This is an optimization exercise on Yosys and OpenROAD, whose aim is a short achievable clock period and few clock cycles, not a production implementation.
The clock input has no modelled driver; a real chip could not lean on it and would need a root buffer or a full tree.
Power and IR drop assume default switching activity.

==> run M <==
Design circuit_layout_top, start of the top module:
module circuit_layout_top (
	input  logic         clk,
	input  logic         rst,
	input  logic         elem_req,
	input  logic [31:0]  elem_rec,
	output logic         elem_ack,
	input  logic         run_req,
	output logic         run_ack,
	output logic         cmd_req,
	output logic [46:0]  cmd,
	input  logic         cmd_ack
);
clock: 5.0 ns
lec_check: 0
abc_clock_period_in_ps: 2000
cap_margin: 20
core_margin: 2
core_utilization: 50
setup_slack_margin: 3.0
slew_margin: 20
tns_end_percent: 100
standard.sh (not shown) runs the stock make flow with config.mk's settings and CLKGATE_MAP_FILE= SYNTH_SCRIPT=/design/flow/synth_recipe.tcl, a recipe that flattens the netlist after the stock synthesis.
==> flow/flow/run.sh <==
#!/bin/bash
# ORFS's standard flow with its clock tree step replaced by flow/mytree.tcl.
set -euo pipefail
bash standard.sh PRE_CTS_TCL="$PWD/flow/pre_cts.tcl" finish > standard_flow.log 2>&1
Other scripts of this flow, unchanged in this note and not shown: flow/flow/mytree.tcl, flow/flow/pre_cts.tcl
==> run Y (differences from run M) <==
--- a/flow/design.v
+++ b/flow/design.v
@@ -437,32 +437,27 @@
 		sprite_left = 20 + e * ((640 - 2 * 20) / ne) + ((640 - 2 * 20) / ne) / 2 - 44 / 2;
 	endfunction
 	function automatic int dot_left(input int e, input int ne);
 		dot_left = 20 + e * ((640 - 2 * 20) / ne) + ((640 - 2 * 20) / ne) / 2 - 6 / 2;
 	endfunction
-	logic [9:0] sp_c;
 	always_comb begin
-		sp_c = '0;
 		sl0_c = '0;
 		dl0_c = '0;
 		for (int i = 0; i < NE; i++) begin
 			if (noh[i]) begin
-				sp_c = sp_c | 10'((640 - 2 * 20) / (i + 1));
 				sl0_c = sl0_c | 10'(sprite_left(0, i + 1));
 				dl0_c = dl0_c | 10'(dot_left(0, i + 1));
 			end
 		end
 	end
 	logic [NN-1:0][8:0] row_s;
 	logic [9:0] sl0;
 	logic [9:0] dl0;
-	logic [9:0] sp;
 	always_ff @(posedge clk) begin
 		row_s <= row_c;
 		sl0 <= sl0_c;
 		dl0 <= dl0_c;
-		sp <= sp_c;
 	end
 	function automatic logic [8:0] row_of(input logic [NN-1:0] oh, input logic [NN-1:0][8:0] rows);
 		logic [8:0] r;
 		r = '0;
 		for (int n = 0; n < NN; n++) begin
@@ -503,10 +498,11 @@
 	logic [NE-1:0] eoh;
 	logic [NE-1:0] peoh;
 	logic [NE-1:0] pn_e;
 	logic [4:0] pn_a_c, pn_b_c;
 	logic [1:0] pn_k_c;
+	logic [9:0] pn_sl_c, pn_dl_c;
 	logic [4:0] pn_a, pn_b;
 	logic [1:0] pn_k;
 	logic [NN-1:0] pn_oa, pn_ob;
 	logic [2:0] pn_sk;
 	logic [9:0] pn_sl, pn_dl;
@@ -524,10 +520,20 @@
 				pn_a_c = pn_a_c | tab_a[i];
 				pn_b_c = pn_b_c | tab_b[i];
 				pn_k_c = pn_k_c | tab_k[i];
 			end
 		end
+		pn_sl_c = '0;
+		pn_dl_c = '0;
+		for (int i = 1; i < NE; i++) begin
+			for (int j = 0; j < NE; j++) begin
+				if (pn_e[i] && noh[j] && i <= j) begin
+					pn_sl_c = pn_sl_c | 10'(sprite_left(i, j + 1));
+					pn_dl_c = pn_dl_c | 10'(dot_left(i, j + 1));
+				end
+			end
+		end
 	end
 	always_ff @(posedge clk) begin
 		e0_pa <= row_of2(e0_oa, row_s);
 		e0_pb <= row_of2(e0_ob, row_s);
 		e0_ra <= e0_pa[17:9] | e0_pa[8:0];
@@ -548,10 +554,12 @@
 		for (int n = 0; n < NN; n++) begin
 			pn_oa[n] <= (pn_a == 5'(n));
 			pn_ob[n] <= (pn_b == 5'(n));
 		end
 		pn_sk <= sprite_kind(pn_k);
+		pn_sl <= pn_sl_c;
+		pn_dl <= pn_dl_c;
 		pn_pa <= row_of2(pn_oa, row_s);
 		pn_pb <= row_of2(pn_ob, row_s);
 		pn_ra2 <= pn_pa[17:9] | pn_pa[8:0];
 		pn_rb2 <= pn_pb[17:9] | pn_pb[8:0];
 		pn_dab <= {1'b0, pn_pa[17:9] | pn_pa[8:0]} - {1'b0, pn_pb[17:9] | pn_pb[8:0]};
@@ -562,13 +570,11 @@
 		pn_h <= pn_dab[9] ? pn_dba[8:0] : pn_dab[8:0];
 	end
 	logic phase;               
 	logic [8:0] y;             
 	logic [8:0] y_nx;          
-	logic first;               
-	logic [8:0] rp;            
-	logic [8:0] y_add;         
+	logic [NN-1:0] lsh;        
 	logic [NN-1:0] fs;         
 	logic [NN-1:0] ts;         
 	logic [1:0] sub;           
 	logic [2:0] d_sk;
 	logic [8:0] d_top, d_h, d_da, d_db;
@@ -580,24 +586,21 @@
 	logic cmd_valid;
 	logic cmd_last;
 	logic step;
 	logic has;
 	logic issue;
-	logic ld_want;
-	logic okq;
-	logic phase_nx;
-	logic settled_nx;
+	logic ld_try;
+	logic ld_ok;
 	logic last_e;
 	logic track;
 	logic track_q;
 	logic dstep;
 	logic [46:0] nx;
 	assign has = neth[0];
 	assign issue = !cr && !cmd_ack && run_req && !ra && !done && has && cmd_valid;
-	assign ld_want = (cr && cmd_ack) || !cmd_valid;
-	assign phase_nx = !started ? !th[1] : (phase || (step && !phase && !ts[0]));
-	assign settled_nx = !st_q && (settled || settle == 3'd5);
+	assign ld_try = started && ((cr && cmd_ack) || !cmd_valid) && !cmd_last;
+	assign ld_ok = !phase || settled;
 	assign last_e = !(|(peoh & neth));
 	assign track = !started || !phase || (eoh[0] && sub == 2'd0);
 	assign dstep = step && phase && sub == 2'd2;
 	always_comb begin
 		if (!started) begin
@@ -622,11 +625,10 @@
 			ra <= 1'b0;
 			started <= 1'b0;
 			done <= 1'b0;
 			cmd_valid <= 1'b0;
 			step <= 1'b0;
-			okq <= 1'b0;
 		end else begin
 			cr <= cr ? !cmd_ack : issue;
 			cmd_req <= cmd_req ? !cmd_ack : issue;
 			if (issue) begin
 				started <= 1'b1;
@@ -649,23 +651,21 @@
 				ra <= 1'b1;
 				done <= 1'b0;
 				started <= 1'b0;
 			end
 			step <= 1'b0;
-			okq <= (started && !cmd_last) && (!phase_nx || settled_nx);
 			if (!started) begin
 				cmd_valid <= 1'b1;
-				okq <= !phase_nx || settled_nx;
-			end else if (ld_want) begin
-				cmd_valid <= okq;
-				step <= okq;
+			end else if (ld_try) begin
+				cmd_valid <= ld_ok;
+				step <= ld_ok;
 			end
 		end
 	end
 	logic cmd_ld;
 	logic [46:0] cmd_hold;
-	assign cmd_ld = !started || (ld_want && okq);
+	assign cmd_ld = !started || (ld_try && ld_ok);
 	always_ff @(posedge clk) begin
 		cmd <= cmd_ld ? nx : cmd_hold;
 		if (cmd_ld) begin
 			cmd_last <= started && phase && (sub == 2'd2) && last_e;
 		end
@@ -676,27 +676,25 @@
 		end else if (cmd_ld) begin
 			cmd_hold <= nx;
 		end
 	end
 	always_ff @(posedge clk) begin
-		rp <= row_s[1] - row_s[0];
-		y_add <= y_nx + rp;
+		y_nx <= row_of(lsh, row_s);
 	end
 	always_ff @(posedge clk) begin
 		if (!started) begin
 			phase <= !th[1];
 			y <= r1;
-			first <= 1'b1;
+			lsh <= NN'(4);
 			fs <= deg2 >> 1;
 			ts <= th >> 2;
 			eoh <= NE'(1);
 			sub <= 2'd0;
 		end else if (step) begin
 			if (!phase) begin
-				first <= 1'b0;
-				y <= first ? row_s[2] : y_nx;
-				y_nx <= first ? row_s[3] : y_add;
+				y <= y_nx;
+				lsh <= lsh << 1;
 				fs <= fs >> 1;
 				ts <= ts >> 1;
 				if (!ts[0]) begin
 					phase <= 1'b1;
 				end
@@ -708,12 +706,10 @@
 			end
 		end
 	end
 	always_ff @(posedge clk) begin
 		track_q <= track;
-		pn_sl <= d_sl + sp;
-		pn_dl <= d_dl + sp;
 	end
 	always_ff @(posedge clk) begin
 		if (track_q) begin
 			d_sk <= e0_sk;
 			d_top <= e0_top;
--- a/flow/config.mk
+++ b/flow/config.mk
@@ -6,9 +6,10 @@
 export NUM_CORES = 4
 export LEC_CHECK = 0
 export ABC_CLOCK_PERIOD_IN_PS = 2000
 export CAP_MARGIN = 20
 export CORE_MARGIN = 2
-export CORE_UTILIZATION = 50
+export CORE_UTILIZATION = 55
+export PLACE_DENSITY = 0.7
 export SETUP_SLACK_MARGIN = 3.0
 export SLEW_MARGIN = 20
 export TNS_END_PERCENT = 100
==> qor summary <==
|  | run M | run Y |
|---|---|---|
| Die extent in x | 304.3 um | 295.8 um |
| Run status | finished clean | finished clean |
| Die extent in y | 304.3 um | 295.8 um |
| Fraction of final layout cells with drive strength greater than 1 | 0.1493 | 0.1591 |
| Peak clock frequency supported by timing | 0.4804 GHz | 0.4362 GHz |
| Register fraction of the total cell area | 0.5382 | 0.5199 |
| Routed wire length | 153,100 um | 186,100 um |
| Initial standard-cell utilization of the core | 0.5025 | 0.5525 |
| Power dissipated in combinational cells | 1.37 mW | 1.07 mW |
| Met2 wire length | 67,360 um | 81,230 um |
| Post-synthesis share of cell area spent on full adders, half adders and majority gates | 0.03091 | 0.01897 |
| Net switching share of the total power | 0.2422 | 0.2414 |
| Final Worst Setup Slack | 2.919 ns | 2.707 ns |
| Gpl congestion | 1.017 | 1.035 |
| Detailed Route Iter0 Violations | 4,013 | 6,343 |
| Total die area | 92,610 um^2 | 87,470 um^2 |
| Pin count of the biggest net entering global routing | 78 | 87 |
| Clock skew | 0.06534 ns | 0.07830 ns |
No run of this note included a check of the RTL's function; only the layout flow was run. No run of this note takes its clock network from TritonCTS; it comes from the design's own scripts or RTL.

## afterwards: timing with drivers on the ports
The results above use ideal ports. As a check the final layouts listed here were re-extracted and re-timed, cells and wires unchanged.
Step 1 (the two cells are an assumption about what drives the block):
set clk [get_ports {clk}]
set_driving_cell -lib_cell sky130_fd_sc_hd__clkbuf_16 $clk
set_driving_cell -lib_cell sky130_fd_sc_hd__buf_2 [delete_from_list [all_inputs] $clk]
Step 2, shift: input delay + t, output delay - t, t = (earliest + latest rising clock arrival at the registers) / 2. This alone moves slack from input paths to output paths.
a / b / c = ideal ports / drivers / drivers and shift; a / b = the first two.
run	shift t [ns]	setup WS [ns]	clock arrival spread, ns	slew at the worst register clock pin (ns)	cell pins on the clock port's net
run M	0.665	2.919 / 2.821 / 2.645	0.076 / 0.076	0.10 / 0.10	4
run Y	0.669	2.707 / 2.707 / 2.400	0.090 / 0.090	0.11 / 0.11	4
After both steps every run listed still meets setup and hold. The setup slack of run Y, which loses most, moves by 0.000 ns with the drivers and by -0.307 ns with both steps.
